From an optimization exercise on the open Yosys and OpenROAD flow, aimed at small area, a short achievable clock period and few clock cycles per item; shortcuts taken in it are not production practice. No run shown here included a check of the RTL's function; only the layout flow was run. Power figures rest on the tool's default switching activity, not on a simulated workload.

--- flow/run.sh ---
#!/bin/bash
# synth_recipe.tcl (not shown) runs the flow's synth.tcl, then flattens the netlist and writes it again
# the make line also repeats each setting of config.mk as NAME=value (left out here)
make -C /OpenROAD-flow-scripts/flow DESIGN_CONFIG=/design/flow/config.mk WORK_HOME=/design/flow/orfs CLKGATE_MAP_FILE= SYNTH_SCRIPT=/design/flow/synth_recipe.tcl finish
--- flow/config.mk ---
export PLATFORM = sky130hd
export DESIGN_NAME = edge_top
export DESIGN_NICKNAME = edge_top
export VERILOG_FILES = /design/flow/design.v
export SDC_FILE = /design/flow/constraint.sdc
export NUM_CORES = 4
export LEC_CHECK = 0
export CAP_MARGIN = 20
export CORE_MARGIN = 2
export CORE_UTILIZATION = 40
export SLEW_MARGIN = 20
--- flow/constraint.sdc ---
create_clock -name core_clock -period 4.5 [get_ports {clk}]
set_input_delay 0.9000 -clock core_clock [delete_from_list [all_inputs] [get_ports {clk}]]
set_output_delay 0.9000 -clock core_clock [all_outputs]
set_load 0.01 [all_outputs]
--- flow/design.v ---
`default_nettype none
package pix_pkg;
  localparam int pix_w = 8;
  localparam int grad_w = 11;
  localparam int mag_max = 255;
  localparam int kern_mid = 2;
  typedef logic [pix_w-1:0] pix_t;
  typedef struct packed {
    pix_t r;
    pix_t g;
    pix_t b;
  } rgb_t;
  typedef logic [9*pix_w-1:0] win_t;
  typedef struct packed {
    rgb_t rgb;
    pix_t grey;
    logic edge_mode;
  } dec_t;
  typedef struct packed {
    win_t win;
    rgb_t rgb;
    logic edge_mode;
  } win_beat_t;
  typedef struct packed {
    pix_t edge_val;
    rgb_t rgb;
    logic edge_mode;
  } res_t;
endpackage
`default_nettype wire
`default_nettype none
package frame_pkg;
  localparam int frame_cols = 32;
  localparam int frame_rows = 16;
  localparam int col_w = (frame_cols > 1) ? $clog2(frame_cols) : 1;
  localparam int row_w = (frame_rows > 1) ? $clog2(frame_rows) : 1;
endpackage
`default_nettype wire
`default_nettype none
module edge_top (
  input  logic       clk,
  input  logic       rst_n,
  input  logic       edge_en,
  input  logic       in_valid,
  input  logic       in_sof,
  input  logic [7:0] in_r,
  input  logic [7:0] in_g,
  input  logic [7:0] in_b,
  output logic       in_ready,
  output logic       out_valid,
  output logic       out_sof,
  output logic [7:0] out_r,
  output logic [7:0] out_g,
  output logic [7:0] out_b,
  input  logic       out_ready
);
  localparam int cols = frame_pkg::frame_cols;
  localparam int rows = frame_pkg::frame_rows;
  localparam int npix = cols * rows;
  localparam int depth = 2 * cols + 1;
  localparam int lag = cols + 2;
  localparam int hd_last = npix + lag - 1;
  logic        ir_v;
  logic        ir_sof;
  logic        ir_edge;
  logic [23:0] ir_d;       
  logic        fmode;      
  logic [9:0]  hd;
  logic        f_zero, f_tail, f_last, f_valid, f_sof, f_left, f_right;
  logic        f_top, f_bot, f_ptop;
  logic [8*depth-1:0] ch;  
  logic        cv;         
  logic        c_sof;
  logic        c_left;
  logic        c_right;
  logic [9:0]  pt;         
  logic [9:0]  d1, d2, d3;         
  logic signed [8:0]  v1, vp;      
  logic signed [10:0] gsum;        
  logic        g_v;
  logic        g_sof;
  logic signed [10:0] gx;
  logic signed [10:0] gy;
  logic        s_v;
  logic        s_sof;
  logic [9:0]  s_sum;      
  logic        s_big;      
  logic        skid_v;
  logic [24:0] skid_d;
  logic        in_ready_r;
  assign in_ready = in_ready_r;
  logic       in_mode;
  logic [8:0] rb_sum;
  assign in_mode = in_sof ? edge_en : fmode;
  assign rb_sum  = {1'b0, in_r} + {1'b0, in_b};
  logic adv;
  logic e_go;
  logic p_go;
  logic sh;
  logic p_v;
  logic out_en;
  assign adv    = !skid_v;
  assign e_go   = adv && ir_v && ir_edge && (!f_tail || f_last);
  assign p_go   = adv && ir_v && !ir_edge && f_zero && !cv && !g_v && !s_v;
  assign sh     = adv && (f_tail || (ir_v && ir_edge));
  assign p_v    = (adv && s_v) || p_go;
  assign out_en = !out_valid || out_ready;
  logic       ir_v_n;
  logic       ir_edge_n;
  logic [9:0] hd_n;
  logic       cv_n;
  logic       g_v_n;
  logic       s_v_n;
  logic       skid_v_n;
  logic       out_v_n;
  logic       zero_n, tail_n, last_n;
  always_comb begin
    ir_v_n    = in_ready_r ? in_valid : ir_v;
    ir_edge_n = in_ready_r ? in_mode : ir_edge;
    hd_n      = hd;
    if (sh) begin
      if (f_last) hd_n = {9'd0, e_go};
      else        hd_n = hd + 10'd1;
    end
    cv_n  = adv ? (sh && f_valid) : cv;
    g_v_n = adv ? cv : g_v;
    s_v_n = adv ? g_v : s_v;
    if (out_en) begin
      out_v_n  = skid_v || p_v;
      skid_v_n = 1'b0;
    end else begin
      out_v_n  = 1'b1;
      skid_v_n = skid_v || p_v;
    end
    zero_n = (hd_n == 10'd0);
    tail_n = hd_n[9];
    last_n = (hd_n == 10'(hd_last));
  end
  always_ff @(posedge clk) begin
    if (!rst_n) begin
      ir_v       <= 1'b0;
      hd         <= '0;
      f_zero     <= 1'b1;
      f_tail     <= 1'b0;
      f_last     <= 1'b0;
      cv         <= 1'b0;
      g_v        <= 1'b0;
      s_v        <= 1'b0;
      out_valid  <= 1'b0;
      skid_v     <= 1'b0;
      in_ready_r <= 1'b1;
    end else begin
      ir_v       <= ir_v_n;
      hd         <= hd_n;
      f_zero     <= zero_n;
      f_tail     <= tail_n;
      f_last     <= last_n;
      cv         <= cv_n;
      g_v        <= g_v_n;
      s_v        <= s_v_n;
      out_valid  <= out_v_n;
      skid_v     <= skid_v_n;
      in_ready_r <= !ir_v_n
                 || (!skid_v_n && ir_edge_n && (!tail_n || last_n))
                 || (!skid_v_n && !ir_edge_n && zero_n && !cv_n && !g_v_n && !s_v_n);
    end
  end
  always_ff @(posedge clk) begin
    f_valid <= (hd_n >= 10'(lag));
    f_sof   <= (hd_n == 10'(lag));
    f_left  <= (hd_n[4:0] == 5'(lag % cols));
    f_right <= (hd_n[4:0] == 5'((lag - 1) % cols));
    f_top   <= (hd_n >= 10'(lag - 1)) && (hd_n < 10'(lag - 1 + cols));
    f_bot   <= (hd_n >= 10'(npix + lag - 1 - cols)) && (hd_n < 10'(npix + lag - 1));
    f_ptop  <= (hd_n >= 10'(lag - 2)) && (hd_n < 10'(lag - 2 + cols));
  end
  always_ff @(posedge clk) begin
    if (in_ready_r) begin
      ir_sof  <= in_sof;
      ir_edge <= in_mode;
      ir_d    <= {in_mode ? rb_sum[8:1] : in_r, in_g, in_b};
      if (in_valid && in_sof) begin
        fmode <= edge_en;
      end
    end
  end
  logic [8:0] grey_sum;
  logic [7:0] bot;
  logic [7:0] mid;
  logic [7:0] top;
  logic [7:0] nmid;
  logic [7:0] ntop;
  logic [7:0] tz;
  logic [7:0] bz;
  logic [7:0] ntz;
  assign grey_sum = {1'b0, ir_d[23:16]} + {1'b0, ir_d[15:8]};
  assign bot  = ch[0 +: 8];
  assign mid  = ch[8*cols +: 8];
  assign top  = ch[8*(2*cols) +: 8];
  assign nmid = ch[8*(cols-1) +: 8];
  assign ntop = ch[8*(2*cols-1) +: 8];
  assign tz   = f_top ? 8'h00 : top;
  assign bz   = f_bot ? 8'h00 : bot;
  assign ntz  = f_ptop ? 8'h00 : ntop;
  always_ff @(posedge clk) begin
    if (sh) begin
      ch      <= {ch[8*(depth-1)-1:0], grey_sum[8:1]};
      pt      <= {2'b00, ntz} + {1'b0, nmid, 1'b0};
      d1      <= pt + {2'b00, bz};
      d2      <= d1;
      d3      <= d2;
      v1      <= $signed({1'b0, bz}) - $signed({1'b0, tz});
      vp      <= v1;
      gsum    <= (f_left ? 11'sd0 : 11'(vp)) + (11'(v1) <<< 1);
      c_sof   <= f_sof;
      c_left  <= f_left;
      c_right <= f_right;
    end
  end
  logic [9:0] dr;
  logic [9:0] dl;
  assign dr = c_right ? 10'd0 : d1;
  assign dl = c_left ? 10'd0 : d3;
  always_ff @(posedge clk) begin
    if (adv) begin
      g_sof <= c_sof;
      gx    <= $signed({1'b0, dr}) - $signed({1'b0, dl});
      gy    <= gsum + (c_right ? 11'sd0 : 11'(v1));
    end
  end
  logic [9:0] ax;
  logic [9:0] ay;
  assign ax = gx[9:0] ^ {10{gx[10]}};
  assign ay = gy[9:0] ^ {10{gy[10]}};
  always_ff @(posedge clk) begin
    if (adv) begin
      s_sof <= g_sof;
      s_sum <= {2'b00, ax[7:0]} + {2'b00, ay[7:0]} + {9'd0, gx[10]} + {9'd0, gy[10]};
      s_big <= (ax[9:8] != 2'b00) || (ay[9:8] != 2'b00);
    end
  end
  logic [7:0]  mv;
  logic [24:0] p_data;
  assign mv     = (s_big || s_sum[9:8] != 2'b00) ? 8'hff : s_sum[7:0];
  assign p_data = s_v ? {s_sof, mv, mv, mv} : {ir_sof, ir_d};
  always_ff @(posedge clk) begin
    if (out_en) begin
      {out_sof, out_r, out_g, out_b} <= skid_v ? skid_d : p_data;
    end
    if (!skid_v) begin
      skid_d <= p_data;
    end
  end
endmodule
`default_nettype wire
==> results.cfg, run 1 <==
[setup_path]
rr_startpoint = hd[0]
path_class = reg2reg
crit_arrival_ns = 3.66
cp_top_family = compound AO/OA/AOI/OAI gates
critPathLaunch = hd[0]
critPathLaunchType = flip-flop
cp_cell_sequence = ha_1, nand4_1, or4_1, o311ai_1, nand4_1, a2111oi_0
critical_path.most_common_cell = nand4_1
r2r_slack_ns = 1.25
regToRegEndpoint = f_top
worst-path-stages = 6
critPathRequiredTime_ns = 4.91
reg2regPathDepth = 6
crit_path_max_fanout = 8
cpMaxStageDelayCell = a2111oi_0
slowest_delay_ns = 0.89
path_buf_inv = 0
crit_end = f_top
crit_path_end_kind = flip-flop

[placement]
pre_cts_ws_ns = 1.26
portBuffers = 56
dpl.hpwl_um = 24400
placed_cell_area_um2 = 28100
gp_congestion = 0.816

[finish]
fin_util = 0.466
syn_to_final_growth_pct = 15.5
diodes = 0
fin_area_um2 = 30500
drive_gt1_frac = 0.0814
fin_nets = 1700
n_fill_cell = 5460

[floorplanning]
dieArea_um2 = 68100
initial_core_util = 0.403
die_h_um = 261
io_pins = 57
num_rows = 94
die_w_um = 261
coreArea_um2 = 65500

[pwr]
internal_power_w = 0.0118
pwr-share-comb = 0.069
clkPwrFrac = 0.401
p_seq_frac = 0.529
powerDensity_nw_per_um2 = 494
power_switching_w = 0.00330
ir_drop_uv = 315
p_sw_frac = 0.219
finalPower_w = 0.0151
p_leak_nw = 10.0

[clock_tree]
cts.sinks = 730
ctsResizeCount = 0
cts_tree = done
cts_buffer_depth = 3
cts_hold_buf = 0
htree_num_levels = 3
cts_setup_buffers = 0
cts_inserted_buffers = 73
cts-root-buf = clkbuf_16
insertion_delay_ns = 0.62
clkTransAtPathRegs_ns = 0.06

[timing]
finClkSkew_ns = 0.0293
fin_crit_ns = 3.25
worst_slew_pin_slew_ns = 1.15
finalMaxSlewViolations = 0
grt_setup_unrepaired = false
setup_viol = 0
fmax_mhz = 308
timing.final.crit_share = 0.721
slew-limit-headroom = 0.236
hold_violations = 0
layout_setup_ws_ns = 1.25
setup_tns_ns = 0

[drt]
drcViolationCount = 0
antenna_left = 0
vias = 12100
totalWireLength_um = 40700
wl_per_cell_um = 16.3
drt-pass1-iter-count = 5
drt_iter0_drc = 1193
vias_per_cell = 4.85

[hold_path]
hp-class = reg2reg
hold_path_depth = 0

[logic_synthesis]
syn_avg_cell_area_um2 = 18.1
ys_dominant_reg_cell = edfxtp_1
ys_top_cells_by_area = edfxtp_1 (77%), dfxtp_1 (3.9%), ha_1 (3.9%)
yosysTopAreaCell = edfxtp_1
synthTopCellsByCount = edfxtp_1 (678), ha_1 (82), o21ai_0 (69)
synth_nets = 1581
synth_area_um2 = 26400
syn_inst = 1460
async_reset_ff_frac = 0
synth_most_common_cell = edfxtp_1
ys_warn_count = 1
synth_cell_type_count = 62
ys_seq_area_frac = 0.810
synth-edff-count = 678
synth_top_cell_area_share = 0.771
synth_seq_cells = 730

[global_routing]
grt_pass1_wl_um = 64700
grt_max_degree = 214
grt_pass1_vias = 11900
grtUsageTotal = 0.122
gr-total-overflow = 0
grt_antenna_before_repair = 0

[flow_run]
drv_cap = 0

[status]
status = timing/DRC/antenna clean
## power by group through the flow
stage,registers [W],clock network [W],logic [W]
after global placement,0.00812,0,0.00101
final,0.00798,0.00605,0.00105
after global routing,0.00801,0.00649,0.00117
after floorplan,0.00812,0,0.000731
after CTS,0.00798,0.00622,0.00106
after detailed placement,0.00812,0,0.00105
## state kept, by name (all words and copies together), names as in the netlist, 8 cells and up
name and flops:
ch 520, d1 10, d2 10, d3 10
gsum 11, gx 11, gy 11, hd 10
ir_d 24, out_b 8, out_g 8, out_r 8
pt 10, s_sum 10, skid_d 25, v1 9
vp 9
## cell type report
class | instances | area, um^2 | share of cell area
Sequential cell | 730 | 21400 | 0.702
Multi-Input combinational cell | 651 | 4720 | 0.155
Clock buffer | 89 | 1940 | 0.0636
Tap cell | 864 | 1080 | 0.0354
Timing Repair Buffer | 67 | 681 | 0.0223
Clock inverter | 41 | 468 | 0.0153
Inverter | 56 | 218 | 0.00714
## worst min-delay path by stage
| stage | to | slack, ns | startpoint |
|---|---|---|---|
| after floorplan | c_right | 0.39 | f_right |
| after global placement | c_sof | 0.39 | f_sof |
| after detailed placement | c_sof | 0.39 | f_sof |
| after CTS | ch[179] | 0.39 | ch[171] |
| after global routing | ch[179] | 0.40 | ch[171] |
| final | ch[179] | 0.39 | ch[171] |
## cell usage in the layout, fill, tap and decap left out, drive strengths merged, types with 7 or more instances in the layout
cell / Yosys / final
ha: 82 / 82
a21o: 14 / 14
a21boi: 13 / 13
clkinv: 0 / 29
inv: 56 / 58
and2: 11 / 11
nor2b: 65 / 65
nand2: 60 / 60
xnor2: 33 / 33
edfxtp: 678 / 678
dfxtp: 52 / 52
o22ai: 26 / 26
nor3: 26 / 26
o31ai: 7 / 7
o311ai: 7 / 7
o21ai: 69 / 69
a21oi: 33 / 33
buf: 6 / 11
nand2b: 30 / 30
xor2: 32 / 32
and3: 8 / 8
fa: 9 / 9
bufinv: 0 / 7
nand3: 7 / 7
nor2: 29 / 29
clkbuf: 17 / 89
clkdlybuf4s50: 0 / 56
## per-stage QoR
stage,hold WS [ns],instances
after global routing,0.403,2498
after global placement,0.386,2368
after CTS,0.388,2498
after detailed placement,0.392,2368
after floorplan,0.386,1460
final,0.393,2498
## per-layer routing
layer | routed length (um) | track usage | vias up | part of all wire
li1 | - | - | 5818 | -
met3 | 1700 | 0.0291 | 94 | 0.042
met4 | 1310 | 0.0494 | 0 | 0.032
met1 | 20000 | 0.180 | 6016 | 0.49
met5 | 0 | 0 | - | 0
met2 | 17800 | 0.173 | 198 | 0.44
## logic make-up after synthesis
logic type	share of synthesized area
flops	0.810
compound gates	0.0513
mux	0.00270
xor+xnor	0.0216
simple gates	0.0571
buf+inv	0.0114
fa+ha+maj	0.0457
## worst register-to-register path, cell delays in order (launching register included)
cell and delay (ns):
dfxtp_1 0.53, ha_1 0.34, nand4_1 0.20, or4_1 0.44, o311ai_1 0.50, nand4_1 0.14, a2111oi_0 0.89
==> run 2: changes to the inputs <==
--- a/flow/config.mk
+++ b/flow/config.mk
@@ -10,2 +10,3 @@
 export CORE_UTILIZATION = 40
+export SETUP_SLACK_MARGIN = 2.4
 export SLEW_MARGIN = 20
==> run 2 against run 1 <==
Combinational power increased by 41%. Design area rose by 7.7%. Via count increased by 5.7%. Critical endpoint is now s_sum[6].
==> results.cfg, run 2 <==
[finish]
diodes = 0
n_fill_cell = 5215
largest_reg_flops = 520
final_cells = 2645
largestRegisters = ch: 520 flops, skid_d: 25 flops, ir_d: 24 flops
drive_gt1_frac = 0.275
final_cell_mix = edfxtp_1 (678), buf_4 (105), clkbuf_16 (77)
largest_register = ch
fin_nets = 1845
mostFrequentLayoutCell = edfxtp_1
syn_to_final_growth_pct = 24.4
fin_area_um2 = 32900

[pwr]
ir_drop_uv = 274
p_leak_nw = 11.1
powerDensity_nw_per_um2 = 470

[clock_tree]
htree_num_levels = 3
cts-root-buf = clkbuf_16
clkTransAtPathRegs_ns = 0.06
cts_tree = done
cts.sinks = 730
cts_hold_buf = 0
cts_inserted_buffers = 75
insertion_delay_ns = 0.63
cts_buffer_depth = 3

[global_routing]
grt_antenna_before_repair = 4
grtUsageTotal = 0.131
grt_pass1_wl_um = 69200
grt_pass1_vias = 12500
grt_max_degree = 75
gr-total-overflow = 0

[placement]
dp.cells = 2372
gp_congestion = 0.788
placed_cell_area_um2 = 28300
portBuffers = 56
dpl.hpwl_um = 25000

[timing]
worst_slew_pin_slew_ns = 0.679
timing.final.crit_share = 0.547
finalMaxSlewViolations = 0
fin_crit_ns = 2.46
finClkSkew_ns = 0.0316
setup_viol = 0
grt_setup_unrepaired = true
hold_violations = 0
slew-limit-headroom = 0.548
fmax_mhz = 406

[status]
status = timing/DRC/antenna clean

[logic_synthesis]
syn_inst = 1460
synth_area_um2 = 26400
async_reset_ff_frac = 0
ys_top_cells_by_area = edfxtp_1 (77%), dfxtp_1 (3.9%), ha_1 (3.9%)
synth_cell_type_count = 62
synth_most_common_cell = edfxtp_1
yosysTopAreaCell = edfxtp_1
ys_dominant_reg_cell = edfxtp_1
synth_seq_cells = 730
synth-edff-count = 678
syn_avg_cell_area_um2 = 18.1
synth_top_cell_area_share = 0.771
ys_warn_count = 1
ys_seq_area_frac = 0.810
synth_nets = 1581
synthTopCellsByCount = edfxtp_1 (678), ha_1 (82), o21ai_0 (69)

[setup_path]
crit_arrival_ns = 2.82
regToRegEndpoint = s_sum[6]
cp_cell_sequence = buf_6, xor2_1, ha_1, inv_2, fa_2, nor2b_4, o21ai_2, a21boi_2, o21ai_2, nor2b_2, xnor2_1
crit_end = s_sum[6]
critPathLaunch = gx[10]
reg2regPathDepth = 11
crit_path_end_kind = flip-flop
crit_path_max_fanout = 8
rr_startpoint = gx[10]
path_class = reg2reg
critical_path.most_common_cell = o21ai_2
critPathRequiredTime_ns = 4.85
critPathLaunchType = flip-flop
slowest_delay_ns = 0.38
r2r_slack_ns = 2.04
cpMaxStageDelayCell = edfxtp_1

[drt]
drt-pass1-iter-count = 7
vias = 12800
antenna_left = 0
vias_per_cell = 4.85
wl_per_cell_um = 17.1
drt_iter0_drc = 850
totalWireLength_um = 45200
drcViolationCount = 0

[floorplanning]
io_pins = 57
die_h_um = 261
dieArea_um2 = 68100
die_w_um = 261
coreArea_um2 = 65500
initial_core_util = 0.403
num_rows = 94

[hold_path]
hp-class = reg2reg

[flow_run]
drv_cap = 0
[run 2: cell types whose count changed in the layout (fill, tap and decap cells not counted), moves of 20 or more]
cell | previous run | this run
buf_6 | 0 | 35
ha_4 | 0 | 20
nor2b_1 | 65 | 40
o21ai_0 | 69 | 45
buf_2 | 0 | 25
buf_4 | 8 | 105
ha_1 | 82 | 55
clkdlybuf4s50_1 | 56 | 16
[run 2: layout make-up]
cell class	instances	area, um^2	area share
sequential	730	21500	0.653
multi-input combinational	651	5750	0.175
clock buffer	96	2000	0.0608
timing repair buffer	210	1970	0.0598
tap	864	1080	0.0329
clock inverter	38	393	0.0120
inverter	56	225	0.00685
[run 2: stage by stage]
| stage | setup WS [ns] | total power, W | TNS (ns) | hold slack (ns) | utilization |
|---|---|---|---|---|---|
| after floorplan | -6.03 | 0.00889 | -3585.09 | 0.386 | - |
| after global placement | 1.46 | 0.00919 | 0 | 0.390 | 0.432 |
| after detailed placement | 1.44 | 0.00922 | 0 | 0.389 | 0.432 |
| after CTS | 2.02 | 0.0155 | 0 | 0.391 | 0.489 |
| after global routing | 1.94 | 0.0161 | 0 | 0.405 | 0.502 |
| final | 2.04 | 0.0155 | 0 | 0.393 | 0.502 |
[run 2: worst min path at each step]
stage / slack (ns) / end / cells after the start / from
2_1_floorplan: 0.39 / c_right / 0 / f_right
3_3_place_gp: 0.39 / c_sof / 0 / f_sof
3_5_place_dp: 0.39 / c_sof / 0 / f_sof
4_1_cts: 0.39 / ch[175] / 0 / ch[167]
5_1_grt: 0.41 / ch[175] / 0 / ch[167]
6_report: 0.39 / ch[76] / 0 / ch[68]
[run 2: where the power goes]
| group | total, W | leakage (nW) | internal (W) | switching (W) |
|---|---|---|---|---|
| combinational | 0.00148 | 3.61 | 0.000727 | 0.000751 |
| clock | 0.00601 | 1.16 | 0.00346 | 0.00255 |
| sequential | 0.00797 | 6.35 | 0.00779 | 0.000179 |
| total | 0.0155 | 11.1 | 0.0120 | 0.00348 |
[run 2: repair_timing]
| action | in CTS | in global routing |
|---|---|---|
| setup buffers | 83 | 50 |
| resized for setup | 294 | 121 |
| pin swaps | 66 | 75 |
| endpoints found under the hold margin | 0 | 0 |
| setup endpoints to repair | 390 | 231 |
| gates cloned | 5 | 1 |
[run 2: layer usage]
layer	up-vias	GRT usage	share of wire
li1	6105	-	-
met1	6381	0.193	0.47
met5	-	0	0
met3	106	0.0277	0.043
met2	227	0.191	0.46
met4	0	0.0527	0.032
[run 2: logic make-up (layout without fill, tap and decap cells)]
| kind of cell | after synthesis | in the layout | synth area share |
|---|---|---|---|
| AND/OR/NAND/NOR | 276 | 276 | 0.0571 |
| XOR/XNOR | 65 | 65 | 0.0216 |
| AO/OA/AOI/OAI | 212 | 212 | 0.0513 |
| adder cells (fa/ha/maj) | 91 | 91 | 0.0457 |
| flip-flops | 730 | 730 | 0.810 |
| multiplexers | 7 | 7 | 0.00270 |
| buffers and inverters | 79 | 400 | 0.0114 |
[run 2: critical path, delay by kind of cell (launching register included)]
family	cells	cell delay, ns
AO/OA/AOI/OAI	3	0.36
XOR/XNOR	2	0.29
adder cells (fa/ha/maj)	2	0.67
buffers and inverters	2	0.19
flip-flops	1	0.38
AND/OR/NAND/NOR	2	0.29
==> run 3: changes to the inputs <==
--- a/flow/config.mk
+++ b/flow/config.mk
@@ -9,3 +9,3 @@
 export CORE_MARGIN = 2
-export CORE_UTILIZATION = 40
+export CORE_UTILIZATION = 60
 export SETUP_SLACK_MARGIN = 2.4
==> run 3 against run 2 <==
First-iteration DRC count rose by 24%. Clock-buffer cell count fell by 10. Global-route usage rose by 5.7 points. Die area fell by 33%. Synthesized area did not move. Sequential power barely moved. Clock skew fell by 0.016 ns. Sequential cell count did not move. Sequential share of layout area rose by 1.5 points. Register-to-register slack barely moved. Largest power group unchanged. Utilization rose by 24 points. Non-clock buffer count fell by 23.
==> results.cfg, run 3 <==
[status]
status = timing/DRC/antenna clean

[setup_path]
critPathLaunchType = flip-flop
cp_top_family = adder cells
path_class = reg2reg
cpMaxStageDelayCell = edfxtp_1
crit_path_end_kind = flip-flop
critical_path.most_common_cell = o21ai_2
critPathRequiredTime_ns = 4.86
r2r_slack_ns = 2.04
crit_path_max_fanout = 6
slowest_delay_ns = 0.40
regToRegEndpoint = s_sum[6]
reg2regPathDepth = 11
cp_cell_sequence = buf_6, xor2_2, ha_1, inv_2, fa_2, nor2b_2, o21ai_2, a21boi_2, o21ai_2, nor2b_4, xnor2_2
crit_arrival_ns = 2.81
path_buf_inv = 2
rr_startpoint = gx[10]

[drt]
antenna_left = 0
drcViolationCount = 0
totalWireLength_um = 42800
vias_per_cell = 5.40
drt-pass1-iter-count = 5
wl_per_cell_um = 18.3
drt_iter0_drc = 1054
vias = 12600

[finish]
largest_register = ch
fin_area_um2 = 32100
final_cell_mix = edfxtp_1 (678), buf_4 (97), clkbuf_16 (73)
syn_to_final_growth_pct = 21.7
mostFrequentLayoutCell = edfxtp_1
fin_nets = 1818
largest_reg_flops = 520
largestRegisters = ch: 520 flops, skid_d: 25 flops, ir_d: 24 flops
drive_gt1_frac = 0.260

[logic_synthesis]
synth_most_common_cell = edfxtp_1
synthTopCellsByCount = edfxtp_1 (678), ha_1 (82), o21ai_0 (69)
synth_area_um2 = 26400
ys_seq_area_frac = 0.810
synth_cell_type_count = 62
synth-edff-count = 678
async_reset_ff_frac = 0
yosysTopAreaCell = edfxtp_1
ys_warn_count = 1
synth_nets = 1581
synth_seq_cells = 730
ys_top_cells_by_area = edfxtp_1 (77%), dfxtp_1 (3.9%), ha_1 (3.9%)
synth_top_cell_area_share = 0.771
syn_inst = 1460
ys_dominant_reg_cell = edfxtp_1
syn_avg_cell_area_um2 = 18.1

[floorplanning]
dieArea_um2 = 45700
die_w_um = 214
coreArea_um2 = 43300
num_rows = 76
initial_core_util = 0.610
die_h_um = 214
io_pins = 57

[timing]
finalMaxSlewViolations = 0
setup_viol = 0
slew-limit-headroom = 0.610
timing.final.crit_share = 0.546
fmax_mhz = 407
finClkSkew_ns = 0.0159
worst_slew_pin_slew_ns = 0.585
grt_setup_unrepaired = true
holdWs_ns = 0.410
fin_crit_ns = 2.46
hold_violations = 0

[placement]
gp_congestion = 0.837
placed_cell_area_um2 = 28000
dpl.hpwl_um = 23300
portBuffers = 56

[global_routing]
grt_max_degree = 158
grt_antenna_before_repair = 0
grt_pass1_vias = 12200
grt_pass1_wl_um = 64600
grtUsageTotal = 0.188
gr-total-overflow = 0

[pwr]
p_leak_nw = 11.0
powerDensity_nw_per_um2 = 476
finalPower_w = 0.0153
ir_drop_uv = 471

[hold_path]
min_to = ch[184]
hp-class = reg2reg
hold_path_depth = 0
hold_path_startpoint = ch[176]

[clock_tree]
cts_tree = done
cts_buffer_depth = 3
htree_num_levels = 3
cts.sinks = 730
cts-root-buf = clkbuf_16
clkTransAtPathRegs_ns = 0.06
insertion_delay_ns = 0.61
cts_inserted_buffers = 71
cts_hold_buf = 0

[flow_run]
drv_cap = 0
-- run 3: worst max-delay path by stage --
stage | start | end | depth (start not counted)
global placement | in_r[0] | ir_d[23] | 9
finish | gx[10] | s_sum[6] | 11
global route | gx[10] | s_sum[6] | 11
CTS | gy[10] | s_sum[9] | 9
floorplan | skid_v | c_left | 4
detailed placement | in_r[0] | ir_d[23] | 9
-- run 3: power breakdown --
part	total, W	leakage, nW	switching (W)	internal (W)
Combinational	0.00142	3.49	0.000721	0.000698
Clock	0.00592	1.15	0.00246	0.00346
Sequential	0.00796	6.35	0.000168	0.00779
Total	0.0153	11.0	0.00335	0.0119
-- run 3: worst register-to-register path: stages, from the launching register on --
cell and delay (ns):
edfxtp_1 0.40, buf_6 0.16, xor2_2 0.14, ha_1 0.32, inv_2 0.05, fa_2 0.38
nor2b_2 0.14, o21ai_2 0.09, a21boi_2 0.18, o21ai_2 0.10, nor2b_4 0.14, xnor2_2 0.12
-- run 3: routing by layer --
layer  up-vias  GRT usage  wire length (um)
met1      6244      0.273             19900
met4         0     0.0821              1510
li1       6051          -                 -
met3       103     0.0381              1530
met2       234      0.282             19900
met5         -          0                 0
-- run 3: kinds of logic after synthesis --
| logic type | after synthesis | synth area share |
|---|---|---|
| and+or+nand+nor | 276 | 0.0571 |
| muxes | 7 | 0.00270 |
| xor gates and xnor gates | 65 | 0.0216 |
| AOI/OAI and AO/OA | 212 | 0.0513 |
| buffers and inverters | 79 | 0.0114 |
| DFF | 730 | 0.810 |
| adders and majority gates | 91 | 0.0457 |
-- run 3: through the flow --
step                      setup WS [ns]   util  setup TNS, ns  cells
final                              2.04  0.743              0   2341
after floorplan                   -6.03      -       -3585.09   1460
after global placement             1.48  0.647              0   2093
after global routing               1.91  0.743              0   2340
after detailed placement           1.42  0.647              0   2093
after CTS                          2.09  0.728              0   2315
-- run 3: cell type report --
type,count,area [um^2]
flip-flops and latches,730,21500
fillers,2608,11100
multi-input cells,651,5690
clock buffers,86,1870
repair buffers,187,1700
well taps,585,732
clock inverters,45,473
inverters,56,220
diodes,1,2.50
-- run 3: repair_timing --
action / 4_1_cts / 5_1_grt
endpoints found under the hold margin: 0 / 0
buffers inserted: 86 / 24
cloned: 5 / 1
gates resized for setup: 260 / 125
pin swaps: 67 / 75
endpoints found under the setup margin: 548 / 320

## separate check: timing with driven ports
Ports are ideal in the flow. The routed layouts listed here were re-timed in OpenROAD.
Step 1 assumes that a clkbuf_16 drives the clock port and a buf_2 every other input.
Step 2, shift: input delay + t, output delay - t, t = (earliest + latest rising clock arrival at the registers) / 2. This alone moves slack from input paths to output paths.
Three values: ideal ports, drivers, drivers and shift; two values: the first two.
run | shift t [ns] | setup WS [ns] | worst setup path at the end | latest minus earliest clock arrival (ns)
run 1 | 0.669 | 1.254 / 1.254 / 1.254 | register to register | 0.032 / 0.032
run 2 | 0.672 | 2.038 / 2.038 / 1.680 | input to register | 0.032 / 0.033
run 3 | 0.665 | 2.045 / 2.045 / 1.718 | input to register | 0.018 / 0.018
After both steps setup and hold are still met in every run listed. The setup slack of run 2, which loses most, moves by 0.000 ns with the drivers and by -0.358 ns with both steps.
